Source: an optimization exercise on an open RTL-to-GDS flow (aim: small area). Production flows keep margins and buffers that such runs may drop. Function was checked by simulation only, so behaviour that the tests miss may differ from the original.

<file path="design.v">
`timescale 1ns / 1ps
package rpm_pkg;
    localparam int SAMPLE_BITS = 12;
    localparam int MAX_WINDOW  = 1024;
    localparam int WIN_BITS    = 11;
    localparam int SUM_BITS    = 33;
    localparam int SQ_BITS     = 2 * SAMPLE_BITS;
    localparam int ROOT_BITS   = 17;
    localparam int GAIN_BITS   = 24;
    localparam int PROD_BITS   = ROOT_BITS + GAIN_BITS;
    localparam int CUR_BITS    = 16;
    localparam int VOLT_BITS   = 9;
    localparam int PWR_BITS    = 25;
    localparam int CFG_BITS    = 25;
    localparam int IDX_BITS    = 3;
    localparam logic [IDX_BITS-1:0] CFG_MIDPOINT = 3'd0;
    localparam logic [IDX_BITS-1:0] CFG_WINDOW   = 3'd1;
    localparam logic [IDX_BITS-1:0] CFG_GAIN     = 3'd2;
    localparam logic [IDX_BITS-1:0] CFG_FLOOR    = 3'd3;
    localparam logic [IDX_BITS-1:0] CFG_VOLTS    = 3'd4;
    localparam logic [IDX_BITS-1:0] CFG_LIMIT    = 3'd5;
    typedef enum logic [1:0] {
        KIND_SAMPLE  = 2'd0,
        KIND_BUTTON  = 2'd1,
        KIND_COMMAND = 2'd2,
        KIND_NONE    = 2'd3
    } kind_t;
    typedef struct packed {
        kind_t                kind;
        logic [SQ_BITS-1:0]   square;
        logic                 command_on;
    } entry_t;
    typedef struct packed {
        logic [SAMPLE_BITS-1:0] sample_midpoint;
        logic [WIN_BITS-1:0]    window_samples;
        logic [GAIN_BITS-1:0]   current_gain_q16;
        logic [CUR_BITS-1:0]    noise_floor_ma;
        logic [VOLT_BITS-1:0]   mains_volts;
        logic [PWR_BITS-1:0]    power_limit_mw;
    } cfg_t;
    typedef struct packed {
        logic                relay_on;
        logic                measure_valid;
        logic [CUR_BITS-1:0] current_ma;
        logic [PWR_BITS-1:0] power_mw;
        logic                overload_trip;
    } result_t;
    typedef struct packed {
        logic full;
        logic empty;
    } queue_status_t;
endpackage
`timescale 1ns / 1ps
module rpm_front (
    input  logic                               s_tvalid,
    output logic                               s_tready,
    input  logic [1:0]                         mode,
    input  logic [rpm_pkg::SAMPLE_BITS-1:0]    sample,
    input  logic                               command_on,
    input  logic [rpm_pkg::SAMPLE_BITS-1:0]    sample_midpoint,
    input  rpm_pkg::queue_status_t             queue_status,
    output logic                               push,
    output rpm_pkg::entry_t                    entry
);
    logic [rpm_pkg::SAMPLE_BITS-1:0] dev;
    always_comb
    begin
        if (sample >= sample_midpoint)
        begin
            dev = sample - sample_midpoint;
        end
        else
        begin
            dev = sample_midpoint - sample;
        end
        entry.kind       = rpm_pkg::kind_t'(mode);
        entry.square     = rpm_pkg::SQ_BITS'(dev) * rpm_pkg::SQ_BITS'(dev);
        entry.command_on = command_on;
    end
    assign s_tready = !queue_status.full;
    assign push     = s_tvalid && !queue_status.full;
endmodule
`timescale 1ns / 1ps
module rpm_queue (
    input  logic                   clk,
    input  logic                   rst_n,
    input  logic                   push,
    input  rpm_pkg::entry_t        push_entry,
    input  logic                   pop,
    output rpm_pkg::entry_t        pop_entry,
    output rpm_pkg::queue_status_t status
);
    rpm_pkg::entry_t slot0_reg;
    rpm_pkg::entry_t slot1_reg;
    logic            wr_ptr_reg;
    logic            wr_ptr_next;
    logic            rd_ptr_reg;
    logic            rd_ptr_next;
    logic [1:0]      count_reg;
    logic [1:0]      count_next;
    always_comb
    begin
        wr_ptr_next = wr_ptr_reg ^ push;
        rd_ptr_next = rd_ptr_reg ^ pop;
        count_next  = count_reg + 2'(push) - 2'(pop);
    end
    always_ff @(posedge clk or negedge rst_n)
    begin
        if (!rst_n)
        begin
            wr_ptr_reg <= 1'b0;
            rd_ptr_reg <= 1'b0;
            count_reg  <= 2'd0;
        end
        else
        begin
            wr_ptr_reg <= wr_ptr_next;
            rd_ptr_reg <= rd_ptr_next;
            count_reg  <= count_next;
        end
    end
    always_ff @(posedge clk)
    begin
        if (push && !wr_ptr_reg)
        begin
            slot0_reg <= push_entry;
        end
        if (push && wr_ptr_reg)
        begin
            slot1_reg <= push_entry;
        end
    end
    assign pop_entry    = rd_ptr_reg ? slot1_reg : slot0_reg;
    assign status.full  = count_reg[1];
    assign status.empty = (count_reg == 2'd0);
endmodule
`timescale 1ns / 1ps
module rpm_back (
    input  logic                   clk,
    input  logic                   rst_n,
    input  rpm_pkg::cfg_t          cfg,
    input  rpm_pkg::queue_status_t queue_status,
    input  rpm_pkg::entry_t        entry,
    output logic                   pop,
    output logic                   out_valid,
    input  logic                   out_ready,
    output rpm_pkg::result_t       result
);
    typedef enum logic [6:0] {
        ST_IDLE  = 7'b0000001,
        ST_DIV   = 7'b0000010,
        ST_SQRT  = 7'b0000100,
        ST_MUL   = 7'b0001000,
        ST_SCALE = 7'b0010000,
        ST_POW   = 7'b0100000,
        ST_FIN   = 7'b1000000
    } state_t;
    localparam int RAD_BITS  = 2 * rpm_pkg::ROOT_BITS;
    localparam int SREM_BITS = rpm_pkg::ROOT_BITS + 3;
    localparam logic [rpm_pkg::WIN_BITS-1:0] WIN_MAX =
        rpm_pkg::WIN_BITS'(rpm_pkg::MAX_WINDOW);
    state_t                           state_reg, state_next;
    logic                             out_valid_reg, out_valid_next;
    rpm_pkg::result_t                 result_reg, result_next;
    logic [rpm_pkg::SUM_BITS-1:0]     sum_reg, sum_next;
    logic [rpm_pkg::WIN_BITS-1:0]     cnt_reg, cnt_next;
    logic                             relay_reg, relay_next;
    logic [rpm_pkg::WIN_BITS-1:0]     win_reg, win_next;
    logic [rpm_pkg::SUM_BITS-1:0]     quo_reg, quo_next;
    logic [rpm_pkg::WIN_BITS:0]       rem_reg, rem_next;
    logic [5:0]                       step_reg, step_next;
    logic [RAD_BITS-1:0]              rad_reg, rad_next;
    logic [rpm_pkg::ROOT_BITS-1:0]    root_reg, root_next;
    logic [SREM_BITS-1:0]             srem_reg, srem_next;
    logic [rpm_pkg::PROD_BITS-1:0]    prod_reg, prod_next;
    logic [rpm_pkg::CUR_BITS-1:0]     cur_reg, cur_next;
    logic [rpm_pkg::PWR_BITS-1:0]     pwr_reg, pwr_next;
    logic                             out_free;
    logic [rpm_pkg::WIN_BITS-1:0]     win_eff;
    logic [rpm_pkg::WIN_BITS-1:0]     cnt_inc;
    logic [rpm_pkg::SUM_BITS:0]       sum_add;
    logic [rpm_pkg::SUM_BITS-1:0]     sum_sat;
    logic [rpm_pkg::WIN_BITS:0]       div_trial;
    logic [SREM_BITS-1:0]             sqrt_acc;
    logic [SREM_BITS-1:0]             sqrt_trial;
    logic [rpm_pkg::PWR_BITS-1:0]     cur_wide;
    logic [rpm_pkg::CUR_BITS-1:0]     cur_sat;
    logic                             trip;
    always_comb
    begin
        out_free = !out_valid_reg || out_ready;
        if (cfg.window_samples == '0)
        begin
            win_eff = rpm_pkg::WIN_BITS'(1);
        end
        else if (cfg.window_samples > WIN_MAX)
        begin
            win_eff = WIN_MAX;
        end
        else
        begin
            win_eff = cfg.window_samples;
        end
        cnt_inc = cnt_reg + rpm_pkg::WIN_BITS'(1);
        sum_add = {1'b0, sum_reg} + (rpm_pkg::SUM_BITS + 1)'(entry.square);
        sum_sat = sum_add[rpm_pkg::SUM_BITS] ? '1 : sum_add[rpm_pkg::SUM_BITS-1:0];
        div_trial  = {rem_reg[rpm_pkg::WIN_BITS-1:0], quo_reg[rpm_pkg::SUM_BITS-1]};
        sqrt_acc   = {srem_reg[SREM_BITS-3:0], rad_reg[RAD_BITS-1 -: 2]};
        sqrt_trial = {1'b0, root_reg, 2'b01};
        cur_wide = prod_reg[rpm_pkg::PROD_BITS-1:16];
        cur_sat  = (|cur_wide[rpm_pkg::PWR_BITS-1:rpm_pkg::CUR_BITS]) ? '1
                 : cur_wide[rpm_pkg::CUR_BITS-1:0];
        trip     = (pwr_reg > cfg.power_limit_mw) && relay_reg;
        state_next     = state_reg;
        out_valid_next = out_valid_reg && !out_ready;
        result_next    = result_reg;
        sum_next       = sum_reg;
        cnt_next       = cnt_reg;
        relay_next     = relay_reg;
        win_next       = win_reg;
        quo_next       = quo_reg;
        rem_next       = rem_reg;
        step_next      = step_reg;
        rad_next       = rad_reg;
        root_next      = root_reg;
        srem_next      = srem_reg;
        prod_next      = prod_reg;
        cur_next       = cur_reg;
        pwr_next       = pwr_reg;
        pop            = 1'b0;
        case (state_reg)
            ST_IDLE:
            begin
                if (!queue_status.empty && out_free)
                begin
                    pop = 1'b1;
                    result_next = '0;
                    case (entry.kind)
                        rpm_pkg::KIND_SAMPLE:
                        begin
                            if (cnt_inc >= win_eff)
                            begin
                                sum_next   = '0;
                                cnt_next   = '0;
                                win_next   = win_eff;
                                quo_next   = sum_sat;
                                rem_next   = '0;
                                step_next  = '0;
                                state_next = ST_DIV;
                            end
                            else
                            begin
                                sum_next       = sum_sat;
                                cnt_next       = cnt_inc;
                                out_valid_next = 1'b1;
                                result_next.relay_on = relay_reg;
                            end
                        end
                        rpm_pkg::KIND_BUTTON:
                        begin
                            relay_next           = !relay_reg;
                            out_valid_next       = 1'b1;
                            result_next.relay_on = !relay_reg;
                        end
                        rpm_pkg::KIND_COMMAND:
                        begin
                            relay_next           = entry.command_on;
                            out_valid_next       = 1'b1;
                            result_next.relay_on = entry.command_on;
                        end
                        default:
                        begin
                            out_valid_next       = 1'b1;
                            result_next.relay_on = relay_reg;
                        end
                    endcase
                end
            end
            ST_DIV:
            begin
                if (div_trial >= {1'b0, win_reg})
                begin
                    rem_next = div_trial - {1'b0, win_reg};
                    quo_next = {quo_reg[rpm_pkg::SUM_BITS-2:0], 1'b1};
                end
                else
                begin
                    rem_next = div_trial;
                    quo_next = {quo_reg[rpm_pkg::SUM_BITS-2:0], 1'b0};
                end
                step_next = step_reg + 6'd1;
                if (step_reg == 6'(rpm_pkg::SUM_BITS - 1))
                begin
                    rad_next   = {1'b0, quo_next};
                    root_next  = '0;
                    srem_next  = '0;
                    step_next  = '0;
                    state_next = ST_SQRT;
                end
            end
            ST_SQRT:
            begin
                if (sqrt_acc >= sqrt_trial)
                begin
                    srem_next = sqrt_acc - sqrt_trial;
                    root_next = {root_reg[rpm_pkg::ROOT_BITS-2:0], 1'b1};
                end
                else
                begin
                    srem_next = sqrt_acc;
                    root_next = {root_reg[rpm_pkg::ROOT_BITS-2:0], 1'b0};
                end
                rad_next  = {rad_reg[RAD_BITS-3:0], 2'b00};
                step_next = step_reg + 6'd1;
                if (step_reg == 6'(rpm_pkg::ROOT_BITS - 1))
                begin
                    state_next = ST_MUL;
                end
            end
            ST_MUL:
            begin
                prod_next  = rpm_pkg::PROD_BITS'(root_reg)
                           * rpm_pkg::PROD_BITS'(cfg.current_gain_q16);
                state_next = ST_SCALE;
            end
            ST_SCALE:
            begin
                cur_next   = (cur_sat < cfg.noise_floor_ma) ? '0 : cur_sat;
                state_next = ST_POW;
            end
            ST_POW:
            begin
                pwr_next   = rpm_pkg::PWR_BITS'(cfg.mains_volts)
                           * rpm_pkg::PWR_BITS'(cur_reg);
                state_next = ST_FIN;
            end
            ST_FIN:
            begin
                if (out_free)
                begin
                    relay_next                = relay_reg && !trip;
                    out_valid_next            = 1'b1;
                    result_next.relay_on      = relay_reg && !trip;
                    result_next.measure_valid = 1'b1;
                    result_next.current_ma    = cur_reg;
                    result_next.power_mw      = pwr_reg;
                    result_next.overload_trip = trip;
                    state_next                = ST_IDLE;
                end
            end
            default:
            begin
                state_next = ST_IDLE;
            end
        endcase
    end
    always_ff @(posedge clk or negedge rst_n)
    begin
        if (!rst_n)
        begin
            state_reg     <= ST_IDLE;
            out_valid_reg <= 1'b0;
            sum_reg       <= '0;
            cnt_reg       <= '0;
            relay_reg     <= 1'b0;
            step_reg      <= '0;
        end
        else
        begin
            state_reg     <= state_next;
            out_valid_reg <= out_valid_next;
            sum_reg       <= sum_next;
            cnt_reg       <= cnt_next;
            relay_reg     <= relay_next;
            step_reg      <= step_next;
        end
    end
    always_ff @(posedge clk)
    begin
        result_reg <= result_next;
        win_reg    <= win_next;
        quo_reg    <= quo_next;
        rem_reg    <= rem_next;
        rad_reg    <= rad_next;
        root_reg   <= root_next;
        srem_reg   <= srem_next;
        prod_reg   <= prod_next;
        cur_reg    <= cur_next;
        pwr_reg    <= pwr_next;
    end
    assign out_valid = out_valid_reg;
    assign result    = result_reg;
endmodule
`timescale 1ns / 1ps
module rms_power_monitor_overload_trip_unit (
    input  logic                           clk,
    input  logic                           rst_n,
    input  logic                           cfg_we,
    input  logic [rpm_pkg::IDX_BITS-1:0]   cfg_index,
    input  logic [rpm_pkg::CFG_BITS-1:0]   cfg_wdata,
    input  logic                           s_tvalid,
    output logic                           s_tready,
    input  logic [15:0]                    s_tdata,    
    input  logic [1:0]                     s_tuser,    
    output logic                           m_tvalid,
    input  logic                           m_tready,
    output logic [47:0]                    m_tdata,    
    output logic                           m_tuser     
);
    rpm_pkg::cfg_t          cfg_reg;
    rpm_pkg::cfg_t          cfg_next;
    rpm_pkg::queue_status_t queue_status;
    rpm_pkg::entry_t        push_entry;
    rpm_pkg::entry_t        pop_entry;
    rpm_pkg::result_t       result;
    logic                   push;
    logic                   pop;
    always_comb
    begin
        cfg_next = cfg_reg;
        if (cfg_we)
        begin
            case (cfg_index)
                rpm_pkg::CFG_MIDPOINT:
                    cfg_next.sample_midpoint  = cfg_wdata[rpm_pkg::SAMPLE_BITS-1:0];
                rpm_pkg::CFG_WINDOW:
                    cfg_next.window_samples   = cfg_wdata[rpm_pkg::WIN_BITS-1:0];
                rpm_pkg::CFG_GAIN:
                    cfg_next.current_gain_q16 = cfg_wdata[rpm_pkg::GAIN_BITS-1:0];
                rpm_pkg::CFG_FLOOR:
                    cfg_next.noise_floor_ma   = cfg_wdata[rpm_pkg::CUR_BITS-1:0];
                rpm_pkg::CFG_VOLTS:
                    cfg_next.mains_volts      = cfg_wdata[rpm_pkg::VOLT_BITS-1:0];
                rpm_pkg::CFG_LIMIT:
                    cfg_next.power_limit_mw   = cfg_wdata[rpm_pkg::PWR_BITS-1:0];
                default:
                    cfg_next = cfg_reg;
            endcase
        end
    end
    always_ff @(posedge clk or negedge rst_n)
    begin
        if (!rst_n)
        begin
            cfg_reg.sample_midpoint  <= 12'd2047;
            cfg_reg.window_samples   <= 11'd100;
            cfg_reg.current_gain_q16 <= 24'd570950;
            cfg_reg.noise_floor_ma   <= 16'd50;
            cfg_reg.mains_volts      <= 9'd230;
            cfg_reg.power_limit_mw   <= 25'd2500000;
        end
        else
        begin
            cfg_reg <= cfg_next;
        end
    end
    rpm_front u_front (
        .s_tvalid        (s_tvalid),
        .s_tready        (s_tready),
        .mode            (s_tuser),
        .sample          (s_tdata[rpm_pkg::SAMPLE_BITS-1:0]),
        .command_on      (s_tdata[rpm_pkg::SAMPLE_BITS]),
        .sample_midpoint (cfg_reg.sample_midpoint),
        .queue_status    (queue_status),
        .push            (push),
        .entry           (push_entry)
    );
    rpm_queue u_queue (
        .clk        (clk),
        .rst_n      (rst_n),
        .push       (push),
        .push_entry (push_entry),
        .pop        (pop),
        .pop_entry  (pop_entry),
        .status     (queue_status)
    );
    rpm_back u_back (
        .clk          (clk),
        .rst_n        (rst_n),
        .cfg          (cfg_reg),
        .queue_status (queue_status),
        .entry        (pop_entry),
        .pop          (pop),
        .out_valid    (m_tvalid),
        .out_ready    (m_tready),
        .result       (result)
    );
    assign m_tdata = {5'd0, result.overload_trip, result.power_mw,
                      result.current_ma, result.relay_on};
    assign m_tuser = result.measure_valid;
endmodule
</file>
<file path="run.sh">
#!/bin/bash
# synth_recipe.tcl (not shown) runs the flow's synth.tcl, then flattens the netlist and writes it again
# the make line also repeats each setting of config.mk as NAME=value (left out here)
make -C /OpenROAD-flow-scripts/flow DESIGN_CONFIG=/design/flow/config.mk WORK_HOME=/design/flow/orfs CLKGATE_MAP_FILE= SYNTH_SCRIPT=/design/flow/synth_recipe.tcl finish
</file>
<file path="config.mk">
export PLATFORM = sky130hd
export DESIGN_NAME = rms_power_monitor_overload_trip_unit
export DESIGN_NICKNAME = rms_power_monitor_overload_trip_unit
export VERILOG_FILES = /design/flow/design.v
export SDC_FILE = /design/flow/constraint.sdc
export NUM_CORES = 4
export LEC_CHECK = 0
export CAP_MARGIN = 20
export CORE_MARGIN = 2
export CORE_UTILIZATION = 40
export SLEW_MARGIN = 20
</file>
<file path="constraint.sdc">
create_clock -name core_clock -period 10.0 [get_ports {clk}]
set_input_delay 2.0000 -clock core_clock [delete_from_list [all_inputs] [get_ports {clk}]]
set_output_delay 2.0000 -clock core_clock [all_outputs]
set_load 0.01 [all_outputs]
</file>
==> impl_results.md <==
- Placeable core region: approximately 110,000 µm²
- Main synth FF type: edfxtp_1
- TritonCTS sink count: 446
- Remaining Overflow, GRT: 0
- Synthesis-to-layout area growth: 9.81%
- Maximum count of clock buffers along a single path: 3
- Cells after synthesis: around 4,300
- Number of synthesized register bits: about 450
- Via count of the routed design: 29,744
- Worst Hold Class: flop to flop
- Final setup violation count: 0
- Count of cell types in the netlist: roughly 90
- Clock tree from TritonCTS: done
- Portion of synthesized cell area occupied by the leading cell type: approximately a quarter
- Number of flops mapped to enable cells by yosys: between 200 and 300
- Half-perimeter wire length after placement: roughly 78,000 µm
- Commonest cells after routing, fill and taps aside: inv_1, nand2_1, fa_1
- Number of detailed-route iterations in the first pass: 6
- Number of antenna violations at the first check in global routing: 12
- Final-report max-slew violation count: 0
- Std cell rows: 120
- Final cell area excluding filler cells: around 47,000 µm²
- Delay of the slowest critical-path stage: approximately 0.52 ns
- Hold buffer count at cts: 0
- CTS Root Cell: clkbuf_16
- Max-cap violations: 0
- Count of routing violations after the opening detailed-route iteration: between 1,500 and 2,000
- Start-to-end type of the worst setup path: input pin to flop
- All-layer global routing usage: about a fifth
- Via count of the first global-routing pass: 30,464
- Number of H-tree levels: 2
- Largest net degree at the start of global routing: 73
- Run status: finished clean
- Worst relative slew slack: a little over a quarter
- Insertion delay of the later-clocked pin in the worst-skew pair: 0.61 ns
- Library cell with the largest summed area after synthesis: fa_1
- Leading cell type in the layout, fill and taps excluded: inv_1
- Slew at the pin closest to its max-slew limit: 1.11 ns
- Area of the die: 110,000 µm²
- Final period utilization: a little over nine tenths
- Post-detailed-route via-to-cell ratio: 5.13
- Count of nets left with antenna violations after detail routing: 0
- Placer's final routability congestion estimate: about 0.86
- Post-layout min period: around 9.5 ns
- Gates resized, CTS repair: 0
- Unrepaired setup endpoints after global routing: no
- Worst endpoint data arrival time: just under 10 ns
- Final routed wire length divided by cell count: between 15 and 20 µm
- Yosys warning total: 4
- Final hold vios: 0
- Data required time at the worst endpoint: roughly 10 ns
- Post-Route Skew: 0.0303 ns
- Area contributors post-synth: fa_1, edfxtp_1, ha_1, dfrtp_1, inv_1
- Final core area utilization: 44.1%
- Drt total wl: ~100,000 µm
- Largest register FFs: 97
- Wire length of the first global-routing pass: 167,000 µm
- Async set-reset flop share out of synthesis: a little over a third
- Critical-path cell with the highest stage delay: fa_1
- Detailed-route DRC error count: 0
- Mapped Avg Cell Area: roughly 10 µm²
- Synth Cell Area: between 40,000 and 50,000 µm²
- Most used cell along the critical path: fa_1
- Initial cell density of the core: between 40 and 50%
- Final net count: 5,268
- Sequential fraction of the synthesis area: ~30%
- Total CTS buffers: 51
- Diode count: 0
- Setup bufs post-CTS: 0
- CP endpoint kind: flop
- Height of the die: roughly 330 µm
- Fmax: between 0.1 and 0.15 GHz
- Buffers on Ports: 93
- Instance area after placement: 45,400 µm²
- Clock transition at path regs: around 0.060 ns
- I/O Pins: slightly above 100
- Die W: approximately 330 µm
- Critical path fanouts, max: 10
- Crit path launch type: input pin
- Share of cells above drive strength 1: ~8.5%
[critical path, delay by kind of cell]
family,cells,cell delay [ns]
and+or+nand+nor,1,0.13
buffers and inverters,9,1.49
xor gates and xnor gates,2,0.55
AOI/OAI and AO/OA,10,2.24
adders and majority gates,8,3.35
[per-stage QoR]
stage	TNS, ns	instances	hold slack (ns)	worst slack [ns]
after floorplan	0	4334	0.445	0.887
after global placement	-0.0170	5707	0.456	-0.00852
after detailed placement	-0.0606	5707	0.464	-0.0303
after CTS	0	5801	0.477	0.568
after global routing	0	5801	0.495	0.183
final	0	5801	0.481	0.540
[final cells by class]
class / count / area (µm²)
Clock buffer: 76 / 1490
Clock inverter: 18 / 188
Fill cell: 10163 / 59700
Inverter: 703 / 2640
Multi-Input combinational cell: 2982 / 26800
Sequential cell: 446 / 12600
Tap cell: 1403 / 1760
Timing Repair Buffer: 173 / 1550
[logic make-up (layout without fill, tap and decap cells)]
group	after synthesis	in the layout	share of synthesized area [%]
flops	446	446	29.5
fa+ha+maj	860	860	34.0
simple gates	1329	1329	14.4
compound gates	523	523	7.88
buf+inv	906	970	8.08
mux	127	127	3.29
other cells	1	5	0.00875
xor+xnor	138	138	2.87
[layer usage]
metal	up-vias	share of wire [%]	track usage, %
li1	13933	-	-
met4	12	3.0	5.80
met5	-	0.073	0
met3	190	6.3	3.31
met2	763	45	30.7
met1	14846	45	26.3
[synthesized netlist by cell type (92+ instances only)]
cell / count
a21oi_1: 149
nand2_1: 630
edfxtp_1: 286
dfrtp_1: 120
clkbuf_1: 174
xnor2_1: 92
o21ai_0: 121
nor2_1: 206
mux2_2: 110
fa_1: 507
and2_1: 224
ha_1: 353
inv_1: 695
[path summary, 6_finish.rpt]
kind                              from                     to  slack [ns]  cells after the start
hold / removal             cfg_reg[84]     u_back.win_reg[10]        0.48                      0
max in group asynchronous        rst_n            cfg_reg[50]        7.35                      2
setup / recovery            s_tdata[0]  u_queue.slot1_reg[23]        0.54                     30
min in group asynchronous        rst_n      u_back.sum_reg[8]        1.35                      1
setup reg to reg           cfg_reg[85]  u_queue.slot1_reg[23]        2.04                     28
hold reg to reg            cfg_reg[84]     u_back.win_reg[10]        0.48                      0

[what the ideal ports hide]
No port has a modelled driver above. Below, the same layout with a new extraction and two added sets of constraints. Step 1 sets driving cells, clkbuf_16 on the clock port and buf_2 on the other inputs (assumed; they add their load-dependent delay and slew). Step 2 times the ports against the registers' clock, not the clock port: input delays grow and output delays shrink by t, the midpoint of the rising clock arrivals with the driver on. a / b / c = no drivers / after step 1 / after step 2; a / b = the first two.
shift t [ns]: 0.653
setup slack, ns: 0.540 / 0.583 / -0.070
hold slack, ns: 0.481 / 0.481 / 0.481
worst setup path after step 2: input to register
With both steps, setup timing fails in this run, where it was met with ideal ports. For this run, drivers alone change the setup slack by +0.043 ns; drivers and shift together by -0.610 ns.
